Background: an optimization exercise with open tools, aiming at small area and a short achievable clock period. Do not read the settings as production practice.
Function was checked by simulation only, so behaviour that the tests miss may differ from the original.
No activity file was given, so power comes from the tool's default toggle rates.

--- design/flow/design.v ---
module cpu_bus_tracer #(
  parameter int unsigned ADDR_W    = 16,
  parameter int unsigned DATA_W    = 8,
  parameter int unsigned DEPTH     = 64,
  parameter int unsigned POST_TRIG = 16,
  parameter int unsigned WDOG_W    = 20
) (
  input  logic                       clk_i,
  input  logic                       rst_i,
  input  logic [ADDR_W-1:0]          bus_a_i,
  input  logic [DATA_W-1:0]          bus_din_i,
  input  logic [DATA_W-1:0]          bus_dout_i,
  input  logic                       bus_rd_i,
  input  logic                       bus_wr_i,
  input  logic                       bus_done_i,
  input  logic                       bus_fault_i,
  input  logic                       tr_ready_i,
  output logic                       tr_valid_o,
  output logic [ADDR_W+DATA_W:0]     tr_data_o,
  input  logic                       arm_i,
  input  logic [ADDR_W-1:0]          trig_addr_i,
  input  logic [ADDR_W-1:0]          trig_mask_i,
  input  logic [WDOG_W-1:0]          wdog_limit_i,
  output logic [1:0]                 state_o,
  output logic [2:0]                 cause_o,
  output logic [$clog2(DEPTH+1)-1:0] count_o,
  output logic                       wrapped_o
);
  localparam int unsigned PtrW = $clog2(DEPTH);
  localparam int unsigned CntW = $clog2(DEPTH + 1);
  localparam int unsigned EntW = 1 + ADDR_W + DATA_W;
  localparam logic [2:0] CauseNone  = 3'd0;
  localparam logic [2:0] CauseAddr  = 3'd1;
  localparam logic [2:0] CauseFault = 3'd2;
  localparam logic [2:0] CauseWdog  = 3'd3;
  localparam logic [2:0] CauseDone  = 3'd4;
  typedef enum logic [1:0] {
    StIdle    = 2'd0,
    StArmed   = 2'd1,
    StPost    = 2'd2,
    StStopped = 2'd3
  } state_e;
  state_e              state_q, state_d;
  logic [2:0]          cause_q, cause_d;
  logic [PtrW-1:0]     wp_q, wp_d, rp_q, rp_d;
  logic [CntW-1:0]     count_q, count_d;
  logic                wrapped_q, wrapped_d;
  logic [PtrW-1:0]     post_q, post_d;
  logic [WDOG_W-1:0]   wdog_q, wdog_d;
  logic                rd_prev_q, wr_prev_q, fault_prev_q;
  logic                rd_pend_q, rd_pend_d;
  logic [ADDR_W-1:0]   rd_addr_q;
  logic                skid_vld_q, skid_vld_d;
  logic [EntW-1:0]     skid_q;
  logic [EntW-1:0]     mem_q [0:DEPTH-1];
  logic                wr_edge, rd_edge_raw, rd_edge, any_edge, fault_edge;
  logic                capturing, commit, addr_match, pop, wdog_hit;
  logic [EntW-1:0]     commit_entry;
  logic [ADDR_W-1:0]   commit_addr;
  assign wr_edge     = bus_wr_i & ~wr_prev_q;
  assign rd_edge_raw = bus_rd_i & ~rd_prev_q;
  assign rd_edge     = rd_edge_raw & ~wr_edge;
  assign any_edge    = wr_edge | rd_edge_raw;
  assign fault_edge  = bus_fault_i & ~fault_prev_q;
  assign capturing   = (state_q == StArmed) || (state_q == StPost);
  always_comb begin
    commit       = 1'b0;
    commit_entry = '0;
    if (capturing && !arm_i) begin
      if (rd_pend_q) begin
        commit       = 1'b1;
        commit_entry = {1'b0, rd_addr_q, bus_din_i};
      end else if (skid_vld_q) begin
        commit       = 1'b1;
        commit_entry = skid_q;
      end else if (wr_edge) begin
        commit       = 1'b1;
        commit_entry = {1'b1, bus_a_i, bus_dout_i};
      end
    end
  end
  assign rd_pend_d  = capturing && !arm_i && rd_edge;
  assign skid_vld_d = capturing && !arm_i && wr_edge && rd_pend_q;
  assign commit_addr = commit_entry[ADDR_W+DATA_W-1:DATA_W];
  assign addr_match  = (trig_mask_i != '0) &&
                       ((commit_addr & trig_mask_i) == (trig_addr_i & trig_mask_i));
  assign tr_valid_o = (state_q == StStopped) && (count_q != '0);
  assign tr_data_o  = tr_valid_o ? mem_q[rp_q] : '0;
  assign pop             = tr_valid_o && tr_ready_i;
  always_comb begin
    wp_d      = wp_q;
    rp_d      = rp_q;
    count_d   = count_q;
    wrapped_d = wrapped_q;
    if (arm_i) begin
      wp_d      = '0;
      rp_d      = '0;
      count_d   = '0;
      wrapped_d = 1'b0;
    end else if (commit) begin
      wp_d = wp_q + 1'b1;
      if (count_q == CntW'(DEPTH)) begin
        rp_d      = rp_q + 1'b1;
        wrapped_d = 1'b1;
      end else begin
        count_d = count_q + 1'b1;
      end
    end else if (pop) begin
      rp_d    = rp_q + 1'b1;
      count_d = count_q - 1'b1;
    end
  end
  always_comb begin
    state_d  = state_q;
    cause_d  = cause_q;
    post_d   = post_q;
    wdog_d   = wdog_q;
    wdog_hit = 1'b0;
    if (arm_i) begin
      state_d = StArmed;
      cause_d = CauseNone;
      post_d  = '0;
      wdog_d  = '0;
    end else if (capturing) begin
      wdog_d   = any_edge ? '0 : wdog_q + 1'b1;
      wdog_hit = !any_edge && (wdog_limit_i != '0) && (wdog_d == wdog_limit_i);
      if (bus_done_i) begin
        state_d = StStopped;
        cause_d = CauseDone;
      end else if (state_q == StArmed && (fault_edge || (commit && addr_match))) begin
        cause_d = fault_edge ? CauseFault : CauseAddr;
        post_d  = PtrW'(POST_TRIG);
        state_d = (POST_TRIG == 0) ? StStopped : StPost;
      end else if (state_q == StArmed && wdog_hit) begin
        state_d = StStopped;
        cause_d = CauseWdog;
      end else if (state_q == StPost && commit) begin
        post_d = post_q - 1'b1;
        if (post_q <= PtrW'(1)) begin
          state_d = StStopped;
        end
      end
    end
  end
  always_ff @(posedge clk_i) begin
    if (rst_i) begin
      state_q      <= StIdle;
      cause_q      <= CauseNone;
      wp_q         <= '0;
      rp_q         <= '0;
      count_q      <= '0;
      wrapped_q    <= 1'b0;
      post_q       <= '0;
      wdog_q       <= '0;
      rd_prev_q    <= 1'b0;
      wr_prev_q    <= 1'b0;
      fault_prev_q <= 1'b0;
      rd_pend_q    <= 1'b0;
      rd_addr_q    <= '0;
      skid_vld_q   <= 1'b0;
      skid_q       <= '0;
    end else begin
      state_q      <= state_d;
      cause_q      <= cause_d;
      wp_q         <= wp_d;
      rp_q         <= rp_d;
      count_q      <= count_d;
      wrapped_q    <= wrapped_d;
      post_q       <= post_d;
      wdog_q       <= wdog_d;
      rd_prev_q    <= bus_rd_i;
      wr_prev_q    <= bus_wr_i;
      fault_prev_q <= bus_fault_i;
      rd_pend_q    <= rd_pend_d;
      rd_addr_q    <= bus_a_i;
      skid_vld_q   <= skid_vld_d;
      skid_q       <= {1'b1, bus_a_i, bus_dout_i};
    end
  end
  always_ff @(posedge clk_i) begin
    if (commit) begin
      mem_q[wp_q] <= commit_entry;
    end
  end
  assign state_o   = state_q;
  assign cause_o   = cause_q;
  assign count_o   = count_q;
  assign wrapped_o = wrapped_q;
endmodule
--- design/flow/run.sh ---
#!/bin/bash
# synth_recipe.tcl (not shown) runs the flow's synth.tcl, then flattens the netlist and writes it again
# the make line also repeats each setting of config.mk as NAME=value (left out here)
make -C /OpenROAD-flow-scripts/flow DESIGN_CONFIG=/design/flow/config.mk WORK_HOME=/design/flow/orfs CLKGATE_MAP_FILE= SYNTH_SCRIPT=/design/flow/synth_recipe.tcl finish
--- design/flow/config.mk ---
export PLATFORM = sky130hd
export DESIGN_NAME = cpu_bus_tracer
export DESIGN_NICKNAME = cpu_bus_tracer
export VERILOG_FILES = /design/flow/design.v
export SDC_FILE = /design/flow/constraint.sdc
export NUM_CORES = 4
export LEC_CHECK = 0
export CAP_MARGIN = 20
export CORE_MARGIN = 2
export CORE_UTILIZATION = 40
export SLEW_MARGIN = 20
--- design/flow/constraint.sdc ---
create_clock -name core_clock -period 6.0 [get_ports {clk_i}]
set_input_delay 1.2000 -clock core_clock [delete_from_list [all_inputs] [get_ports {clk_i}]]
set_output_delay 1.2000 -clock core_clock [all_outputs]
set_load 0.01 [all_outputs]
==> run summary <==
H-tree depth 4; Root Buffer clkbuf_16; TritonCTS buffer count 175; R2R cell count 10; top cells by count, synth 1600 x edfxtp_1, 525 x mux4_2, 144 x nor2_1; Cells after Synth 3000; Top FF cell, synth edfxtp_1; Worst-Margin Slew about 1.1 ns; sequential area share after synthesis about 75%; clock power share 45.0%; Max Fclk roughly 180 MHz; CP Class reg -> out; Buffers on Ports 130; Hold Path Class reg -> reg; DIE HEIGHT 410 um; largest net degree at the start of global routing 101; Die Wd 410 um; count of state elements after synthesis 1687; CTS tree yes; Reg-to-Reg Start state_q[0]; final setup fails 0; Multi-input gate area 0.0161 sq mm; pwr/cell area 312 mW/mm^2; Critical Path RT 4.80 ns; HPWL after detailed placement around 100000 um; sequential power share 53.2%; DR vias ~32000; Fillers between 10000 and 15000; CP startpoint kind register; Comb pwr share 1.8%; total setup buffers inserted after CTS 0; first-pass GRT wire length 242000 um; EDFF count, synth 1600; core footprint 0.164 sq mm; Critical Path Sink tr_data_o[9]; met2 wire len 83500 um; Setup TNS 0 ns; P_leak 0.0212 uW; drt first pass iters 5; vias per inst 5.73; Yosys Warn Count 1; post-route ant nets 0; CP Data Arrival Time 4.33 ns; Tcrit/Tclk final 92.2%; Top Metal Used met5; final clock skew ~0.053 ns; Max FO, Critical Path 31; FF+latch area 0.0498 sq mm; RePlAce Congestion 0.846; I/O pin cnt ~130; Starting DRT DRC Count 3952; DR WL met3 14100 um; number of global-route vias before repair 32700; Post-synth ARST share 0%; count leader, synth edfxtp_1; Yosys top cell area share 72.7%; mapped cell area 0.0661 sq mm; antenna violations before repair 9; Die ar. around 0.17 sq mm; Rows 149; Max Slew Vio Count 0; RSZ-0062 raised after global routing no; Routed WL per cell 30.3 um; Layout Nets 3397; met1 wire length about 70000 um; total grt overflow 0; final core occ 47.0%; crit path time final 5.53 ns; syn_area_per_cell 22.0 sq um; CP endpoint kind output port; Worst-Skew Late Latency a little over 0.8 ns; Area Growth Syn to Fin 16.9%; DRC 0; Total GRT Usage 20.2%; status finished clean; final WL ~170000 um; CTS sink cnt 1687; Max Cap Viol 0; number of hold violations in the final report 0; worst vdd ir 0.299 mV; slew margin rel. 26.2%; Switching Share 20.5%; area leader, netlist edfxtp_1; cts hold-fix bufs 0; share of cells above drive strength 1 30.2%; NetSw 4950 uW; Yosys cell types 69; post-synth net total 3106; Initial Util 40.2%; Clk pin slew, worst setup/hold paths 0.06 ns; post-CTS sizing 0; Reg2Reg Capture Point mem_q[46][7]; WHS 0.495 ns; R2R Setup Slk 2.17 ns; Longest Clk Path Bufs 3; Int Pwr 19200 uW; Synth area leaders edfxtp_1 73%, mux4_2 18%, dfxtp_1 2.6%, nor2_1 0.82%, clkbuf_1 0.68%
[state kept, by name, summed over array words and instances, names as in the netlist, named ones only]
name	cells
mem_q	1600
wdog_q	20
rd_addr_q	16
skid_q	9
count_q	7
post_q	6
rp_q	6
wp_q	6
cause_q	3
state_q	2
fault_prev_q	1
rd_pend_q	1
rd_prev_q	1
skid_vld_q	1
wr_prev_q	1
wrapped_q	1
[through the flow]
step / area (sq um) / cells / power (uW) / setup slack, ns
floorplan: 66100 / 3000 / 13300 / 1.03
global placement: 71400 / 5301 / 13500 / 1.18
finish: 77200 / 5631 / 24100 / 0.470
global route: 77200 / 5625 / 24800 / 0.272
detailed placement: 71500 / 5303 / 13500 / 1.16
CTS: 77200 / 5625 / 24300 / 0.372
[per-layer routing]
layer  vias to the layer above  global-route usage, %
met2                      1358                   32.8
met5                         -                      0
li1                      13300                      -
met3                       214                   4.12
met1                     17400                   28.3
met4                         2                   4.60
[worst min-delay path by stage]
stage	endpoint	start	cells after the start
floorplan	register	rp_q[5]	2
global placement	wrapped_q	wrapped_q	2
detailed placement	wrapped_q	wrapped_q	2
CTS	wrapped_q	wrapped_q	2
global route	wrapped_q	wrapped_q	2
finish	wrapped_q	wrapped_q	2
[worst max-delay path: stages, from the launching register on]
cell	delay [ns]
dfxtp_4	0.49
buf_4	0.57
mux4_2	0.59
mux4_2	0.62
mux4_2	0.49
nor2b_1	0.20
clkdlybuf4s50_1	0.56
[cell usage in the layout (no fill, tap or decap), types with 17 or more instances in the layout]
| cell | Yosys | final |
|---|---|---|
| edfxtp_1 | 1600 | 1600 |
| mux4_2 | 525 | 525 |
| clkbuf_16 | 0 | 176 |
| buf_4 | 0 | 133 |
| clkdlybuf4s50_1 | 0 | 130 |
| dfxtp_1 | 87 | 82 |
| nor2_1 | 144 | 72 |
| nor2_4 | 0 | 72 |
| nor2b_1 | 58 | 58 |
| a21oi_1 | 55 | 54 |
| clkinv_1 | 0 | 44 |
| xor2_1 | 34 | 34 |
| clkbuf_1 | 119 | 32 |
| nand2_1 | 29 | 29 |
| clkinv_2 | 0 | 27 |
| nand3_1 | 23 | 23 |
| o21ai_0 | 23 | 23 |
| inv_1 | 18 | 18 |
| bufinv_16 | 0 | 17 |
| buf_12 | 0 | 17 |
[layout make-up]
type | count | area share [%]
diodes | 6 | 0.0194
clock buffers | 210 | 5.89
clock inverters | 112 | 1.58
inverters | 18 | 0.0875
multi-input cells | 1127 | 20.9
flip-flops and latches | 1687 | 64.5
well taps | 2189 | 3.55
repair buffers | 282 | 3.49
[power groups by stage]
stage | Combinational, uW | Clock, uW | Sequential (uW)
floorplan | 201 | 0 | 13100
global placement | 428 | 0 | 13100
detailed placement | 435 | 0 | 13100
CTS | 435 | 11000 | 12800
global route | 466 | 11500 | 12800
finish | 435 | 10900 | 12800
[cells by family (layout without fill, tap and decap cells)]
| kind of cell | after synthesis | after routing | share of synthesized area, % |
|---|---|---|---|
| flops | 1687 | 1687 | 75.4 |
| mux | 535 | 535 | 18.0 |
| simple gates | 365 | 365 | 2.90 |
| buf+inv | 186 | 622 | 1.07 |
| compound gates | 164 | 164 | 1.67 |
| xor+xnor | 49 | 49 | 0.672 |
| fa+ha+maj | 14 | 14 | 0.277 |
| other cells | 0 | 6 | 0 |

-- what the ideal ports hide --
No port has a modelled driver above. Below, the same layout with a new extraction and two added sets of constraints. Step 1, drivers: a clkbuf_16 drives clk_i and a buf_2 each remaining input, both assumed. Step 2 moves the port delays by t, midway between the first and last clock arrival at a register: inputs arrive t later, outputs are due t later. That takes back most of the time a late clock gives input paths. a / b / c = no drivers / after step 1 / after step 2; a / b = the first two.
t (ns): 0.863
slack for setup (ns): 0.470 / 0.386 / 1.143
hold WS [ns]: 0.495 / 0.495 / 0.495
worst setup path at the end: input to register
worst slew at a driven data input, ns: 0.06
After both steps this run still meets setup and hold. The setup slack of this run moves by -0.084 ns with the drivers and by +0.673 ns with both steps.
